Source: an optimization exercise on an open RTL-to-GDS flow (aim: small area and a short achievable clock period). Production flows keep margins and buffers that such runs may drop. In this exercise RTL edits were held to simulation tests only and were not proved equivalent to the original. Power is estimated from default activity; no workload was simulated.

### config.mk
export PLATFORM = sky130hd
export DESIGN_NAME = bus_responder
export DESIGN_NICKNAME = bus_responder
export VERILOG_FILES = /design/flow/design.v
export SDC_FILE = /design/flow/constraint.sdc
export NUM_CORES = 4
export LEC_CHECK = 0
export ABC_CLOCK_PERIOD_IN_PS = 2500
export CAP_MARGIN = 20
export CORE_MARGIN = 2
export CORE_UTILIZATION = 60
export CTS_CLUSTER_DIAMETER = 80
export CTS_CLUSTER_SIZE = 28
export SETUP_SLACK_MARGIN = 1.5
export SLEW_MARGIN = 20
### constraint.sdc
create_clock -name core_clock -period 4.0 [get_ports {clk}]
set_input_delay 0.8000 -clock core_clock [delete_from_list [all_inputs] [get_ports {clk}]]
set_output_delay 0.8000 -clock core_clock [all_outputs]
set_load 0.01 [all_outputs]
### design.v
package bus_pkg;
  localparam int AW_DEF = 8;
  localparam int DW_DEF = 8;
  localparam logic BUS_RD = 1'b1;
  localparam logic BUS_WR = 1'b0;
  typedef enum logic [1:0] {
    ST_IDLE  = 2'd0,
    ST_GRANT = 2'd1,
    ST_WAIT  = 2'd2,
    ST_ACK   = 2'd3
  } bus_state_e;
endpackage
module bus_ram #(
  parameter int DW    = 8,
  parameter int NRING = 50
) (
  input  logic          clk,
  input  logic [7:0]    ins_hi,
  input  logic [7:0]    ins_lo,
  input  logic [DW-1:0] ins_data,
  input  logic [7:0]    rd_hi,
  input  logic [7:0]    rd_lo0,
  input  logic [7:0]    rd_lo2,
  output logic [DW-1:0] rd_data
);
  localparam int NGRP = (NRING + 7) / 8;
  logic [DW-1:0] pos0 [NGRP*8];
  logic [DW-1:0] pos2 [NGRP*8];
  for (genvar r = 0; r < NGRP*8; r++) begin : g_ring
    if (r < NRING) begin : g_on
      logic [4*DW-1:0] ring_q;
      logic            ins_here;
      assign ins_here = ins_hi[r/8] && ins_lo[r%8];
      always_ff @(posedge clk) begin
        ring_q <= {ring_q[3*DW-1:0],
                   ~(({DW{!ins_here}} & ring_q[4*DW-1:3*DW]) | ({DW{ins_here}} & ins_data))};
      end
      assign pos0[r] = ring_q[DW-1:0];
      assign pos2[r] = ring_q[3*DW-1:2*DW];
    end else begin : g_off
      assign pos0[r] = {DW{1'b0}};
      assign pos2[r] = {DW{1'b0}};
    end
  end
  always_comb begin
    logic [DW-1:0] grp;
    rd_data = {DW{1'b0}};
    for (int k = 0; k < NGRP; k++) begin
      grp = {DW{1'b0}};
      for (int j = 0; j < 8; j++) begin
        grp = grp | ({DW{rd_lo0[j]}} & pos0[8*k+j]) | ({DW{rd_lo2[j]}} & pos2[8*k+j]);
      end
      rd_data = rd_data | ({DW{rd_hi[k]}} & grp);
    end
  end
endmodule
module bus_responder #(
  parameter int AW    = bus_pkg::AW_DEF,
  parameter int DW    = bus_pkg::DW_DEF,
  parameter int DEPTH = 200,
  parameter int WAIT  = 2
) (
  input  logic          clk,
  input  logic          rst,
  input  logic          mreq,
  output logic          mgrnt,
  input  logic          mas,
  input  logic          mrw,
  input  logic [AW-1:0] maddr,
  input  logic [DW-1:0] mwdata,
  output logic [DW-1:0] mrdata,
  output logic          mrdy,
  output logic          merr
);
  localparam int NRING = DEPTH / 4;
  logic s_grant, s_w1, s_w2, s_ack;
  logic s_idle;
  logic          rw_r;
  logic [AW-1:0] addr_r;
  logic [DW-1:0] wdata_r;
  logic [2:0]    phase_r;
  logic          wb_valid_r;
  logic [AW-1:0] wb_addr_r;
  logic [DW-1:0] wb_data_r;
  logic [DW-1:0] rd_hold_r;
  logic          drain_r;
  logic          cap_r;
  logic [7:0]    rd_hi_r;
  logic [7:0]    rd_lo0_r;
  logic [7:0]    rd_lo2_r;
  logic          fwd_r;
  logic          ins_pol_r;
  logic [7:0]    ins_hi_r;
  logic [7:0]    ins_lo_r;
  logic          drain_s;
  logic          rd_pol_r;
  logic          rd_hpol_r;
  logic          mgrnt_r;
  logic          mrdy_r;
  logic          merr_r;
  logic [DW-1:0] mrdata_r;
  logic          strobe_s;
  logic          oor_s;
  logic          wcommit_s;
  logic          wb_valid_s;
  logic [1:0]    wb_slot_s;
  logic [1:0]    rpos_s;
  logic [AW-1:0] addr_s;
  logic [AW-1:0] wb_addr_s;
  logic [DW-1:0] ram_rdata_s;
  assign s_idle   = !(s_grant || s_w1 || s_w2 || s_ack);
  assign strobe_s = s_grant && mas;
  assign oor_s    = ({1'b0, addr_r} >= (AW+1)'(DEPTH));
  always_ff @(posedge clk) begin
    if (rst) begin
      s_grant <= 1'b0;
      s_w1    <= 1'b0;
      s_w2    <= 1'b0;
      s_ack   <= 1'b0;
    end else begin
      s_grant <= ((s_idle || s_ack) && mreq) || (s_grant && !mas && mreq);
      s_w1    <= strobe_s;
      s_w2    <= s_w1;
      s_ack   <= s_w2;
    end
  end
  always_ff @(posedge clk) begin
    if (strobe_s) begin
      rw_r    <= mrw;
      addr_r  <= maddr;
      wdata_r <= mwdata;
    end
  end
  always_ff @(posedge clk) begin
    phase_r <= phase_r + 3'd1;
  end
  assign wcommit_s  = s_w2 && !rst && (rw_r == bus_pkg::BUS_WR) && !oor_s;
  assign wb_valid_s = wcommit_s || (wb_valid_r && !drain_r);
  assign wb_addr_s  = wcommit_s ? addr_r : wb_addr_r;
  assign wb_slot_s  = wb_addr_s[1:0];
  assign drain_s    = wb_valid_s && ((wb_slot_s + phase_r[1:0]) == 2'd2);
  always_ff @(posedge clk) begin
    wb_valid_r <= wb_valid_s;
    drain_r    <= drain_s;
    ins_pol_r  <= 1'(({1'b0, wb_slot_s} + phase_r + 3'd2) >> 2);
    for (int k = 0; k < 8; k++) begin
      ins_hi_r[k] <= drain_s && (wb_addr_s[7:5] == 3'(k));
      ins_lo_r[k] <= (wb_addr_s[4:2] == 3'(k));
    end
    if (wcommit_s) begin
      wb_addr_r <= addr_r;
      wb_data_r <= wdata_r;
    end
  end
  assign addr_s = strobe_s ? maddr : addr_r;
  assign rpos_s = addr_s[1:0] + phase_r[1:0] + 2'd1;
  always_ff @(posedge clk) begin
    cap_r <= (strobe_s || s_w1) && !rpos_s[0];
    fwd_r <= wb_valid_s && (wb_addr_s == addr_s);
    rd_pol_r <= 1'(({1'b0, addr_s[1:0]} + phase_r + 3'd1) >> 2);
    for (int k = 0; k < 8; k++) begin
      rd_hi_r[k]  <= (addr_s[7:5] == 3'(k));
      rd_lo0_r[k] <= (addr_s[4:2] == 3'(k)) && !rpos_s[1];
      rd_lo2_r[k] <= (addr_s[4:2] == 3'(k)) && rpos_s[1];
    end
  end
  bus_ram #(
    .DW    (DW),
    .NRING (NRING)
  ) u_ram (
    .clk      (clk),
    .ins_hi   (ins_hi_r),
    .ins_lo   (ins_lo_r),
    .ins_data (wb_data_r ^ {DW{!ins_pol_r}}),
    .rd_hi    (rd_hi_r),
    .rd_lo0   (rd_lo0_r),
    .rd_lo2   (rd_lo2_r),
    .rd_data  (ram_rdata_s)
  );
  always_ff @(posedge clk) begin
    if (cap_r) begin
      rd_hold_r <= fwd_r ? wb_data_r : ram_rdata_s;
      rd_hpol_r <= !fwd_r && rd_pol_r;
    end
  end
  always_ff @(posedge clk) begin
    if (rst) begin
      mgrnt_r  <= 1'b0;
      mrdy_r   <= 1'b0;
      merr_r   <= 1'b0;
      mrdata_r <= {DW{1'b0}};
    end else begin
      mgrnt_r <= !s_idle;
      mrdy_r  <= s_ack;
      merr_r  <= s_ack && oor_s;
      if (s_ack && rw_r == bus_pkg::BUS_RD) begin
        mrdata_r <= oor_s ? {DW{1'b0}} : (rd_hold_r ^ {DW{rd_hpol_r}});
      end
    end
  end
  assign mgrnt  = mgrnt_r;
  assign mrdy   = mrdy_r;
  assign merr   = merr_r;
  assign mrdata = mrdata_r;
endmodule
### run.sh
#!/bin/bash
# synth_recipe.tcl (not shown) runs the flow's synth.tcl, then flattens the netlist and writes it again
# the make line also repeats each setting of config.mk as NAME=value (left out here)
make -C /OpenROAD-flow-scripts/flow DESIGN_CONFIG=/design/flow/config.mk WORK_HOME=/design/flow/orfs CLKGATE_MAP_FILE= SYNTH_SCRIPT=/design/flow/synth_recipe.tcl finish
==> results of run 1 <==
==> through the flow <==
step / hold WS, ps / instance area [um2]
6_report: 318 / 48600
4_1_cts: 326 / 48200
3_5_place_dp: 312 / 45500
3_3_place_gp: 310 / 45500
5_1_grt: 333 / 48600
2_1_floorplan: 310 / 44100
==> cells by family (layout without fill, tap and decap cells) <==
logic type                 Yosys count  after routing  share of synthesized area [%]
buffers and inverters              225            267                           1.96
muxes                               10             10                          0.256
DFF                               1704           1704                           78.0
xor gates and xnor gates            29             29                          0.577
adders and majority gates            5              5                          0.159
and+or+nand+nor                    594            595                           5.53
AOI/OAI and AO/OA                  856            856                           13.5
other                                0              1                              0
==> layer usage <==
metal  part of all wire, %  GRT usage [%]
met5                 0.011              0
met4                   3.9           11.2
met3                   6.8           5.88
met2                    46           50.2
met1                    44           43.2
==> area by class of cell <==
cell class              count  area [um2]  share of cell area (%)
clock buffers              84        1910                    3.93
multi-input cells        1495        9230                    19.0
well taps                 959        1200                    2.47
inverters                  28         109                   0.224
flip-flops and latches   1704       34400                    70.8
clock inverters             3        58.8                   0.121
diodes                      1        2.50                 0.00515
repair buffers            152        1690                    3.47
==> how the worst min path moves through the flow <==
stage,startpoint,to,cells past startpoint
2_1_floorplan,u_ram.g_ring[0].g_on.ring_q[8],u_ram.g_ring[0].g_on.ring_q[16],0
3_3_place_gp,u_ram.g_ring[8].g_on.ring_q[14],u_ram.g_ring[8].g_on.ring_q[22],0
3_5_place_dp,u_ram.g_ring[31].g_on.ring_q[11],u_ram.g_ring[31].g_on.ring_q[19],0
4_1_cts,u_ram.g_ring[22].g_on.ring_q[10],u_ram.g_ring[22].g_on.ring_q[18],0
5_1_grt,u_ram.g_ring[21].g_on.ring_q[12],u_ram.g_ring[21].g_on.ring_q[20],0
6_report,u_ram.g_ring[46].g_on.ring_q[12],u_ram.g_ring[46].g_on.ring_q[20],0
==> what timing repair did <==
| item | CTS | global route |
|---|---|---|
| resized for setup | 21 | 52 |
| pin swaps | 21 | 36 |
| setup endpoints to repair | 103 | 27 |
| cloned | 2 | 0 |
| buffers inserted | 53 | 16 |
==> sequential cells by signal (all words and copies together), names as in the netlist, 8 cells and up <==
register,cells
wb_data_r,8
u_ram.g_ring.g_on.ring_q,1600
addr_r,8
rd_lo2_r,8
wdata_r,8
wb_addr_r,8
mrdata_r,8
rd_lo0_r,8
rd_hold_r,8
ins_lo_r,8
==> report_power, final <==
group	internal [mW]	switching [mW]	leakage, nW
logic	1.01	1.62	3.77
clock network	3.49	4.96	0.963
registers	17.5	0.496	14.2
==> worst max-delay path: stages, from the launching register on <==
cell and delay [ps]:
sky130_fd_sc_hd__dfxtp_4 460, sky130_fd_sc_hd__buf_4 180, sky130_fd_sc_hd__a22o_1 210, sky130_fd_sc_hd__a221oi_2 170, sky130_fd_sc_hd__nand4_1 360, sky130_fd_sc_hd__a222oi_1 760
sky130_fd_sc_hd__a32oi_1 210
==> Yosys cell counts, drive strengths merged (2+ instances only) <==
| master | count |
|---|---|
| a21oi | 410 |
| a221oi | 201 |
| a222oi | 8 |
| a22o | 192 |
| a22oi | 27 |
| a32oi | 8 |
| buf | 24 |
| clkbuf | 173 |
| dfxtp | 1678 |
| edfxtp | 26 |
| ha | 4 |
| inv | 28 |
| mux2i | 10 |
| nand2 | 74 |
| nand4 | 49 |
| nor2 | 429 |
| nor2b | 5 |
| nor3 | 28 |
| nor4 | 2 |
| o21ai | 3 |
| xnor2 | 17 |
| xor2 | 12 |
==> notes.md, run 1 <==
============================================================================
Number of nets produced by synthesis ..........................         3449
Worst-Skew Late Latency .......................................       670 ps
Predominant post-synthesis flop cell .......................... sky130_fd_sc_hd__dfxtp_1
Kind of end point of the critical path ........................         flop
Class of the tightest hold or removal check ................... flop to flop
Number of enable flip-flop cells after synthesis ..............           26
Overall Power .................................................      29.1 mW
Commonest non-fill, non-tap cell in the layout ................ sky130_fd_sc_hd__dfxtp_1
Largest buffer count on any clock path ........................            3
Number of nets still failing antenna checks after routing .....            0
Fill cell instance count of the final layout ..................         5278
Worst-case headroom to the max-slew limit .....................        39.4%
Core area .....................................................    72800 um2
Power density relative to cell area ...........................   598 nW/um2
Detailed-route via count ......................................        26100
Slew Viols, Final .............................................            0
Routed wire per std cell ......................................      27.2 um
Fin util ......................................................        66.8%
Crit share post-route .........................................        65.5%
Number of buffers added by the clock tree synthesis step ......           70
Critical path data arrival time ...............................      3000 ps
Worst vdd rail ir drop ........................................   0.000549 V
Via count of the first global-routing pass ....................        25800
Slew at the pin closest to its max-slew limit .................       907 ps
Fraction of layout instances using a drive strength above 1 ...        8.08%
Die width .....................................................       275 um
Port buffer count .............................................           31
Type of element launching the critical path ...................         flop
Global-route wire length before repair ........................       173 mm
Area Growth Syn to Fin ........................................        10.4%
Non-filler instance count after layout ........................         4426
Number of placed instances with taps included .................         4267
Worst r2r path cells ..........................................            6
Number of buffers inserted by hold repair at cts ..............            0
Cell types occupying the most area after synthesis ............ sky130_fd_sc_hd__dfxtp_1, sky130_fd_sc_hd__a21oi_1, sky130_fd_sc_hd__a221oi_1
Yosys top cell area share .....................................        76.3%
#FFs+latches synth ............................................         1704
Final number of setup-violating endpoints .....................            0
Pin count of the biggest net entering global routing ..........           51
Initial antenna violation count ...............................            2
Tmin final ....................................................      2620 ps
Vert. Die Dim .................................................       275 um
Netlist area before placement .................................    44000 um2
CP Data Required Time .........................................      4380 ps
Final Wtd Congestion ..........................................        0.842
Critical path class ........................................... flop to flop
Share of synthesized registers carrying an async set or reset .           0%
Aggregate global-route resource usage .........................        31.4%
Vias per std cell .............................................         5.89
Floorplan die area ............................................    75600 um2
Total Neg Setup Slack .........................................         0 ps
Commonest cells after routing, fill and taps aside ............ sky130_fd_sc_hd__dfxtp_1, sky130_fd_sc_hd__nor2_1, sky130_fd_sc_hd__a21oi_1
Largest fanout on the critical path ...........................            7
Yosys warning total ...........................................            4
Global route total overflow ...................................            0
DRC violation count after routing .............................            0
# nets final ..................................................         3477
Max Cap Viol ..................................................            0
Root cell of the clock tree ................................... sky130_fd_sc_hd__clkbuf_16
Detailed Place HPWL ...........................................      68.2 mm
Worst clock skew on the final layout ..........................      25.5 ps
Detailed router's first-iteration violation count .............         2364
Clock Sink Count ..............................................         1704
Leading area contributor after synthesis ...................... sky130_fd_sc_hd__dfxtp_1
Fraction of the yosys area taken by sequential cells ..........        78.0%
Endpoint of the lowest-slack register-to-register path ........ rd_hold_r[1]
Initial standard-cell utilization of the core .................        60.5%
Standby leakage power .........................................      19.0 nW
RSZ-0062 raised after global routing ..........................         true
R2R Setup Slk .................................................      1380 ps
Final-report hold violation count .............................            0
Timing startpoint of the critical path ........................  rd_lo2_r[2]
Netlist cell types ............................................           43
Startpoint of the worst-slack reg-to-reg timing path ..........  rd_lo2_r[2]
First drt pass iteration count ................................            6
Status ........................................................  no timing/DRC/antenna violations
Highest Clock Rate ............................................      382 MHz
Max H-tree Level ..............................................            3
Worst setup path endpoint ..................................... rd_hold_r[1]
Synthesized instance count ....................................         3423
Post-detailed-routing wire length .............................       121 mm
CTS tree ......................................................          yes
Top-level port count ..........................................           32
Average footprint of a synthesized cell .......................     12.9 um2
Clock transition at the registers of the reported paths .......       110 ps
Crit path setup slack, layout .................................      1380 ps
Number of rows in the core area ...............................           99
Setup slack at placement ......................................       676 ps
============================================================================
==> run 2: changes to the inputs <==
==> config.mk (replaced) <==
export PLATFORM = sky130hd
export DESIGN_NAME = bus_responder
export DESIGN_NICKNAME = bus_responder
export VERILOG_FILES = /design/flow/design.v
export SDC_FILE = /design/flow/constraint.sdc
export NUM_CORES = 4
export LEC_CHECK = 0
export ABC_CLOCK_PERIOD_IN_PS = 2000
export CAP_MARGIN = 20
export CORE_MARGIN = 2
export CORE_UTILIZATION = 60
export CTS_CLUSTER_DIAMETER = 60
export CTS_CLUSTER_SIZE = 30
export SETUP_SLACK_MARGIN = 2.0
export SLEW_MARGIN = 20
==> run 2 against run 1 <==
Combinational power is 7% higher; still clean; worst hold slack worse by 5.3 ps; setup slack worse by 110 ps; sequential share of layout area is 1.9 points lower; sequential cell count stayed put; global-route usage is 0.43 points higher; via count is 0.79% higher; non-clock buffer count is 46 higher; synthesized cell count stayed put; power is 4.2% higher.
==> notes.md, run 2 <==
============================================================================
# nets final ..................................................         3528   +1.5%
Average footprint of a synthesized cell .......................     12.9 um2   unchanged
Predominant post-synthesis flop cell .......................... sky130_fd_sc_hd__dfxtp_1
Vias per std cell .............................................         5.84   -1.0%
Core area .....................................................    72800 um2   unchanged
Number of buffers inserted by hold repair at cts ..............            0   unchanged
Commonest non-fill, non-tap cell in the layout ................ sky130_fd_sc_hd__dfxtp_1
Final number of setup-violating endpoints .....................            0   unchanged
Worst clock skew on the final layout ..........................      35.7 ps   +10.2 ps
Highest Clock Rate ............................................      366 MHz   -4.1%
Leading area contributor after synthesis ...................... sky130_fd_sc_hd__dfxtp_1
Slew Viols, Final .............................................            0   unchanged
Aggregate global-route resource usage .........................        31.9%   +0.43 points
Top-level port count ..........................................           32   unchanged
Most frequent cell after synthesis ............................ sky130_fd_sc_hd__dfxtp_1
Global-route wire length before repair ........................       175 mm   +1.5%
Detailed router's first-iteration violation count .............         2341   -0.97%
Most used standard cells in the synthesized netlist ........... sky130_fd_sc_hd__dfxtp_1, sky130_fd_sc_hd__nor2_1, sky130_fd_sc_hd__a21oi_1
Startpoint of the worst-slack reg-to-reg timing path ..........  rd_lo2_r[5]
Fin util ......................................................        68.6%   +1.9 points
Number of enable flip-flop cells after synthesis ..............           26   unchanged
Clock Sink Count ..............................................         1704   unchanged
CTS tree ......................................................          yes
Type of element launching the critical path ...................         flop
Final Wtd Congestion ..........................................        0.847   +0.59%
Endpoint of the lowest-slack register-to-register path ........ rd_hold_r[3]
Global route total overflow ...................................            0   unchanged
Vert. Die Dim .................................................       275 um   unchanged
#FFs+latches synth ............................................         1704   unchanged
Commonest cells after routing, fill and taps aside ............ sky130_fd_sc_hd__dfxtp_1, sky130_fd_sc_hd__nor2_1, sky130_fd_sc_hd__a21oi_1
Yosys top cell area share .....................................        76.3%   unchanged
Netlist cell types ............................................           43   unchanged
End point of the worst hold path .............................. u_ram.g_ring[16].g_on.ring_q[23]
R2R Setup Slk .................................................      1270 ps   -110 ps
Power density relative to cell area ...........................   606 nW/um2   +1.3%
Initial antenna violation count ...............................            1   -1
Final-report hold violation count .............................            0   unchanged
Clock transition at the registers of the reported paths .......       100 ps   about the same
Max Cap Viol ..................................................            0   unchanged
Synthesized instance count ....................................         3423   unchanged
Netlist area before placement .................................    44000 um2   unchanged
Non-filler instance count after layout ........................         4506   +1.8%
Number of buffers added by the clock tree synthesis step ......           76   +8.6%
Flip-flop count of the largest register after layout ..........         1600   unchanged
Die width .....................................................       275 um   unchanged
Number of placed instances with taps included .................         4275   +0.19%
Largest fanout on the critical path ...........................            5   -2
RSZ-0062 raised after global routing ..........................         true
Min Hold Slack ................................................       313 ps   -5.30 ps
Post-detailed-routing wire length .............................       121 mm   +0.74%
Standard cell area after detailed placement ...................    45600 um2   +0.33%
Largest buffer count on any clock path ........................            3   unchanged
Number of nets still failing antenna checks after routing .....            0   unchanged
First drt pass iteration count ................................            6   unchanged
Hold Crit Depth ...............................................            0   unchanged
Yosys warning total ...........................................            4   unchanged
Tmin final ....................................................      2730 ps   +112 ps
Floorplan die area ............................................    75600 um2   unchanged
Slew at the pin closest to its max-slew limit .................       980 ps   +72.9 ps
Port buffer count .............................................           31   unchanged
Register with the most flip-flops ............................. u_ram.g_ring.g_on.ring_q
Worst-Skew Late Latency .......................................       680 ps   about the same
Crit share post-route .........................................        68.3%   +2.8 points
Post-route cell area ..........................................    50000 um2   +2.8%
Initial standard-cell utilization of the core .................        60.5%   unchanged
Root cell of the clock tree ................................... sky130_fd_sc_hd__clkbuf_16
Routed wire per std cell ......................................      27.0 um   -1.0%
Antenna Diode Count ...........................................            0   -1
Max H-tree Level ..............................................            3   unchanged
Share of synthesized registers carrying an async set or reset .           0%   unchanged
Fraction of layout instances using a drive strength above 1 ...        13.0%   +4.9 points
Standby leakage power .........................................      19.6 nW   +3.4%
Worst-case headroom to the max-slew limit .....................        34.7%   -4.7 points
Class of the tightest hold or removal check ................... flop to flop
CP Data Required Time .........................................      4370 ps   about the same
Area Growth Syn to Fin ........................................        13.5%
DRC violation count after routing .............................            0   unchanged
Pin count of the biggest net entering global routing ..........           51   unchanged
Critical path class ........................................... flop to flop
Detailed-route via count ......................................        26300   +0.79%
Kind of end point of the critical path ........................         flop
Critical path data arrival time ...............................      3100 ps   +100 ps
Number of rows in the core area ...............................           99   unchanged
Worst Min Path Start .......................................... u_ram.g_ring[16].g_on.ring_q[15]
Total Neg Setup Slack .........................................         0 ps   unchanged
Worst r2r path cells ..........................................            6   unchanged
Cell types occupying the most area after synthesis ............ sky130_fd_sc_hd__dfxtp_1, sky130_fd_sc_hd__a21oi_1, sky130_fd_sc_hd__a221oi_1
Via count of the first global-routing pass ....................        26100   +1.2%
Number of nets produced by synthesis ..........................         3449   unchanged
Status ........................................................  no timing/DRC/antenna violations
Worst vdd rail ir drop ........................................   0.000614 V   +12%
Detailed Place HPWL ...........................................      69.6 mm   +2.0%
Fraction of the yosys area taken by sequential cells ..........        78.0%   unchanged
============================================================================
==> run 2: cell counts after synthesis <==
No cell type changed its count.
==> run 2: final cells by class <==
type                            instances  area, um2
Clock buffer                           86       1970
Clock inverter                         37        510
Fill cell                            5177      22800
Inverter                               28        130
Multi-Input combinational cell       1494       9560
Sequential cell                      1704      34500
Tap cell                              959       1200
Timing Repair Buffer                  198       2160
==> run 2: stage by stage <==
step           setup WS (ps)  power, mW
2_1_floorplan           1360       19.4
3_3_place_gp             714       20.6
3_5_place_dp             652       20.6
4_1_cts                 1450       30.1
5_1_grt                 1280       31.1
6_report                1270       30.3
==> run 2: repair_timing <==
| action | 4_1_cts | 5_1_grt |
|---|---|---|
| setup endpoints to repair | 406 | 153 |
| pin swaps | 48 | 43 |
| gates cloned | 0 | 1 |
| gates resized for setup | 166 | 76 |
| setup buffers | 81 | 26 |
==> run 2: critical path, cell delays in order, from the launching register on <==
cell                       delay (ps)
sky130_fd_sc_hd__dfxtp_4          430
sky130_fd_sc_hd__buf_6            170
sky130_fd_sc_hd__a22o_1           180
sky130_fd_sc_hd__a221oi_2         220
sky130_fd_sc_hd__nand4_1          310
sky130_fd_sc_hd__a222oi_1         900
sky130_fd_sc_hd__a32oi_1          210
==> run 2: worst max-delay path by stage <==
stage / start / endpoint / slack (ps) / cells past startpoint
final: rd_lo2_r[5] / rd_hold_r[3] / 1270 / 6
after global routing: rd_lo2_r[5] / rd_hold_r[3] / 1280 / 7
after CTS: rd_lo2_r[5] / rd_hold_r[4] / 1450 / 6
after detailed placement: rst / fwd_r / 650 / 9
after global placement: rst / fwd_r / 710 / 9
after floorplan: rst / ins_hi_r[1] / 1360 / 9
==> run 2: where the power goes <==
group,switching [mW],internal (mW)
logic,1.69,1.13
clock network,5.42,4.06
registers,0.490,17.5
==> run 2: kinds of logic after synthesis <==
kind of cell / after synthesis / synth area share, %
DFF: 1704 / 78.0
AOI/OAI and AO/OA: 856 / 13.5
and+or+nand+nor: 594 / 5.53
buffers and inverters: 225 / 1.96
xor gates and xnor gates: 29 / 0.577
muxes: 10 / 0.256
adders and majority gates: 5 / 0.159
==> run 2: layer usage <==
| metal | global-route usage, % | vias to the layer above | wire length (um) |
|---|---|---|---|
| met4 | 12.7 | 2 | 4990 |
| met2 | 51.5 | 864 | 56700 |
| met5 | 0 | - | 13 |
| li1 | - | 12100 | - |
| met1 | 43.3 | 13100 | 52400 |
| met3 | 4.94 | 225 | 7410 |
==> run 3: changes to the inputs <==
==> flow/run.sh (new file) <==
#!/bin/bash
# The standard layout, with two changes: the port buffers are buf_4 cells
# instead of the slow delay-buffer cell buffer_ports picks by itself, and
# timing repair may resize a cell to any drive strength of the same function,
# not only to cells of the same footprint.
set -euo pipefail
bash standard.sh MATCH_CELL_FOOTPRINT=0 \
  "BUFFER_PORTS_ARGS=-buffer_cell sky130_fd_sc_hd__buf_4" \
  finish > standard_flow.log 2>&1
==> standard.sh (new file) <==
#!/bin/bash
# synth_recipe.tcl (not shown) runs the flow's synth.tcl, then flattens the netlist and writes it again
# the make line also repeats each setting of config.mk as NAME=value (left out here)
make -C /OpenROAD-flow-scripts/flow DESIGN_CONFIG=/design/flow/config.mk WORK_HOME=/design/flow/orfs CLKGATE_MAP_FILE= SYNTH_SCRIPT=/design/flow/synth_recipe.tcl "${@:-finish}"
==> config.mk (replaced) <==
export PLATFORM = sky130hd
export DESIGN_NAME = bus_responder
export DESIGN_NICKNAME = bus_responder
export VERILOG_FILES = /design/flow/design.v
export SDC_FILE = /design/flow/constraint.sdc
export NUM_CORES = 4
export LEC_CHECK = 0
export ABC_CLOCK_PERIOD_IN_PS = 2500
export CAP_MARGIN = 20
export CORE_MARGIN = 2
export CORE_UTILIZATION = 60
export CTS_CLUSTER_DIAMETER = 80
export CTS_CLUSTER_SIZE = 28
export SETUP_SLACK_MARGIN = 1.5
export SLEW_MARGIN = 20
removed: run.sh
==> run 3 against run 2 <==
Still clean on timing, DRC and antenna; sequential cell count did not move; critical path depth unchanged; first-iteration DRC count rose by 8.8%; sequential share of layout area is 1.9 points higher; power shrank 4.7%; critical path type unchanged.
==> notes.md, run 3 <==
============================================================================
Area Growth Syn to Fin ........................................        10.4%
Post-detailed-routing wire length .............................       120 mm   -1.2%
Detailed router's first-iteration violation count .............         2548   +8.8%
Max H-tree Level ..............................................            3   unchanged
Netlist area before placement .................................    44000 um2   unchanged
Most frequent cell after synthesis ............................ sky130_fd_sc_hd__dfxtp_1
Floorplan die area ............................................    75600 um2   unchanged
Largest family of logic cells by synthesized area ............. compound AO/OA/AOI/OAI gates
Status ........................................................  no timing/DRC/antenna violations
Standard cell area after detailed placement ...................    45400 um2   -0.61%
#FFs+latches synth ............................................         1704   unchanged
Die width .....................................................       275 um   unchanged
Core area .....................................................    72800 um2   unchanged
Yosys top cell area share .....................................        76.3%   unchanged
Fill cell instance count of the final layout ..................         5281   +2.0%
Netlist cell types ............................................           43   unchanged
# nets final ..................................................         3489   -1.1%
Predominant post-synthesis flop cell .......................... sky130_fd_sc_hd__dfxtp_1
Initial standard-cell utilization of the core .................        60.5%   unchanged
Power density relative to cell area ...........................   594 nW/um2   -2.0%
Worst-case headroom to the max-slew limit .....................        39.3%   +4.6 points
Detailed Place HPWL ...........................................      69.9 mm   +0.44%
Synthesized instance count ....................................         3423   unchanged
Port buffer count .............................................           31   unchanged
Antenna Diode Count ...........................................            0   unchanged
Number of nets produced by synthesis ..........................         3449   unchanged
Final-report hold violation count .............................            0   unchanged
Fraction of layout instances using a drive strength above 1 ...        9.24%   -3.8 points
Compound-Gate Fraction of Synth Area ..........................        13.5%   unchanged
Pin count of the biggest net entering global routing ..........           51   unchanged
Critical path class ........................................... flop to flop
Largest buffer count on any clock path ........................            3   unchanged
Commonest non-fill, non-tap cell in the layout ................ sky130_fd_sc_hd__dfxtp_1
Clock Sink Count ..............................................         1704   unchanged
Max Cap Viol ..................................................            0   unchanged
Worst vdd rail ir drop ........................................   0.000540 V   -12%
Global-route wire length before repair ........................       174 mm   -0.50%
Adder-cell share of the synthesized area ......................       0.159%   unchanged
Class of the tightest hold or removal check ................... flop to flop
Type of element launching the critical path ...................         flop
Register with the most flip-flops ............................. u_ram.g_ring.g_on.ring_q
Slew Viols, Final .............................................            0   unchanged
Initial antenna violation count ...............................            3   +2
Crit share post-route .........................................        67.6%   -0.68 points
Leading area contributor after synthesis ...................... sky130_fd_sc_hd__dfxtp_1
First drt pass iteration count ................................            5   -1
Most used standard cells in the synthesized netlist ........... sky130_fd_sc_hd__dfxtp_1, sky130_fd_sc_hd__nor2_1, sky130_fd_sc_hd__a21oi_1
Flip-flop count of the largest register after layout ..........         1600   unchanged
Clock transition at the registers of the reported paths .......       110 ps   about the same
Worst clock skew on the final layout ..........................      21.2 ps   -14.6 ps
Fraction of the mapped netlist area in simple logic gates .....        5.53%   unchanged
Post-synthesis xor/xnor area fraction .........................       0.577%   unchanged
Largest fanout on the critical path ...........................            8   +3
Yosys warning total ...........................................            4   unchanged
Number of buffers inserted by hold repair at cts ..............            0   unchanged
Fraction of the yosys area taken by sequential cells ..........        78.0%   unchanged
Number of enable flip-flop cells after synthesis ..............           26   unchanged
CP Data Required Time .........................................      4340 ps   -30 ps
Final Wtd Congestion ..........................................        0.857   +1.1%
Aggregate global-route resource usage .........................        31.6%   -0.29 points
Vert. Die Dim .................................................       275 um   unchanged
Average footprint of a synthesized cell .......................     12.9 um2   unchanged
CTS tree ......................................................          yes
Cell types occupying the most area after synthesis ............ sky130_fd_sc_hd__dfxtp_1, sky130_fd_sc_hd__a21oi_1, sky130_fd_sc_hd__a221oi_1
Crit path setup slack, layout .................................      1300 ps   +27.2 ps
Multiplexer share of the synthesized area .....................       0.256%   unchanged
Setup slack at placement ......................................       840 ps   +188 ps
Commonest cells after routing, fill and taps aside ............ sky130_fd_sc_hd__dfxtp_1, sky130_fd_sc_hd__nor2_1, sky130_fd_sc_hd__a21oi_1
Final number of setup-violating endpoints .....................            0   unchanged
Standby leakage power .........................................      19.1 nW   -2.8%
Slew at the pin closest to its max-slew limit .................       911 ps   -69.2 ps
Total Neg Setup Slack .........................................         0 ps   unchanged
DRC violation count after routing .............................            0   unchanged
Via count of the first global-routing pass ....................        26100   -0.20%
Kind of end point of the critical path ........................         flop
Tmin final ....................................................      2700 ps   -27.2 ps
Overall Power .................................................      28.9 mW   -4.7%
Routed wire per std cell ......................................      27.1 um   +0.46%
Top-level port count ..........................................           32   unchanged
Number of rows in the core area ...............................           99   unchanged
RSZ-0062 raised after global routing ..........................         true
Fin util ......................................................        66.7%   -1.9 points
Detailed-route via count ......................................        26200   -0.29%
Share of synthesized registers carrying an async set or reset .           0%   unchanged
Worst-Skew Late Latency .......................................       650 ps   -30 ps
Global route total overflow ...................................            0   unchanged
Post-route cell area ..........................................    48600 um2   -2.8%
Vias per std cell .............................................         5.91   +1.4%
Root cell of the clock tree ................................... sky130_fd_sc_hd__clkbuf_16
Highest Clock Rate ............................................      370 MHz   +1.0%
Number of buffers added by the clock tree synthesis step ......           70   -7.9%
Critical path data arrival time ...............................      3040 ps   -60 ps
Number of nets still failing antenna checks after routing .....            0   unchanged
============================================================================
run 3: cell counts after synthesis:
No cell type changed its count.
run 3: worst paths after layout:
path | cells after the start | from | to | slack (ps)
setup / recovery | 6 | rd_lo2_r[5] | rd_hold_r[2] | 1300
hold / removal | 0 | u_ram.g_ring[47].g_on.ring_q[12] | u_ram.g_ring[47].g_on.ring_q[20] | 330
setup reg to reg | 6 | rd_lo2_r[5] | rd_hold_r[2] | 1300
hold reg to reg | 0 | u_ram.g_ring[47].g_on.ring_q[12] | u_ram.g_ring[47].g_on.ring_q[20] | 330
run 3: routing by layer:
metal  vias up  part of all wire (%)  track usage, %
met3       222                   6.4            5.10
li1      11900                     -               -
met1     13100                    43            42.8
met2      1004                    47            51.6
met4         6                   4.0            11.4
met5         -                 0.033               0
run 3: cells by family (layout without fill, tap and decap cells):
logic type               count (synthesis)  in the layout
AND/OR/NAND/NOR                        594            594
adder cells (fa/ha/maj)                  5              5
XOR/XNOR                                29             29
multiplexers                            10             10
AO/OA/AOI/OAI                          856            856
buffers and inverters                  225            276
flip-flops                            1704           1704
run 3: repair_timing:
| item | CTS | global route |
|---|---|---|
| endpoints found under the setup margin | 20 | 76 |
| resized for setup | 39 | 43 |
| pin swaps | 23 | 29 |
| hold endpoints to repair | 0 | 0 |
| setup buffers | 62 | 23 |
run 3: layout make-up:
cell class                 count  area (um2)  area share [%]
sequential                  1704       34400            70.8
timing repair buffer         165        1720            3.53
multi-input combinational   1494        9260            19.1
clock buffer                  83        1890            3.88
inverter                      28         114           0.234
tap                          959        1200            2.47
run 3: worst max-delay path, cell delays in order (launching register included):
cell and delay (ps):
sky130_fd_sc_hd__dfxtp_4 450, sky130_fd_sc_hd__buf_12 160, sky130_fd_sc_hd__a22o_1 180, sky130_fd_sc_hd__a221oi_2 180, sky130_fd_sc_hd__nand4_1 550, sky130_fd_sc_hd__a222oi_1 630
sky130_fd_sc_hd__a32oi_1 230
run 3: where the power goes:
group	total (mW)	leakage, nW	switching [mW]	internal (mW)
logic	2.64	3.91	1.61	1.03
registers	18.0	14.2	0.445	17.5
clock network	8.27	0.923	4.90	3.37
total	28.9	19.1	6.96	21.9
run 3: through the flow:
step | std cells | hold slack [ps]
after floorplan | 3423 | 310
after global placement | 4265 | 310
after detailed placement | 4265 | 312
after CTS | 4410 | 301
after global routing | 4433 | 300
final | 4433 | 326

==> afterwards: timing with drivers on the ports <==
Ports are ideal in the flow. The routed layouts listed here were re-timed in OpenROAD. Step 1 assumes that a clkbuf_16 drives the clock port and a buf_2 every other input. Step 2 moves the port delays by t, midway between the first and last clock arrival at a register: inputs arrive t later, outputs are due t later. That takes back most of the time a late clock gives input paths. a / b / c = no drivers / after step 1 / after step 2; a / b = the first two.
| run | t, ns | setup slack, ns | clock arrival spread, ns | worst slew at a driven data input, ns | pins driven straight from the clock port |
|---|---|---|---|---|---|
| run 1 | 0.724 | 1.381 / 1.381 / 0.903 | 0.027 / 0.028 | 0.04 | 1 |
| run 2 | 0.734 | 1.269 / 1.269 / 1.082 | 0.044 / 0.043 | 0.07 | 1 |
| run 3 | 0.706 | 1.296 / 1.296 / 1.069 | 0.022 / 0.022 | 0.07 | 1 |
After both steps setup and hold are still met in every run listed. The setup slack of run 1, which loses most, moves by 0.000 ns with the drivers and by -0.478 ns with both steps.
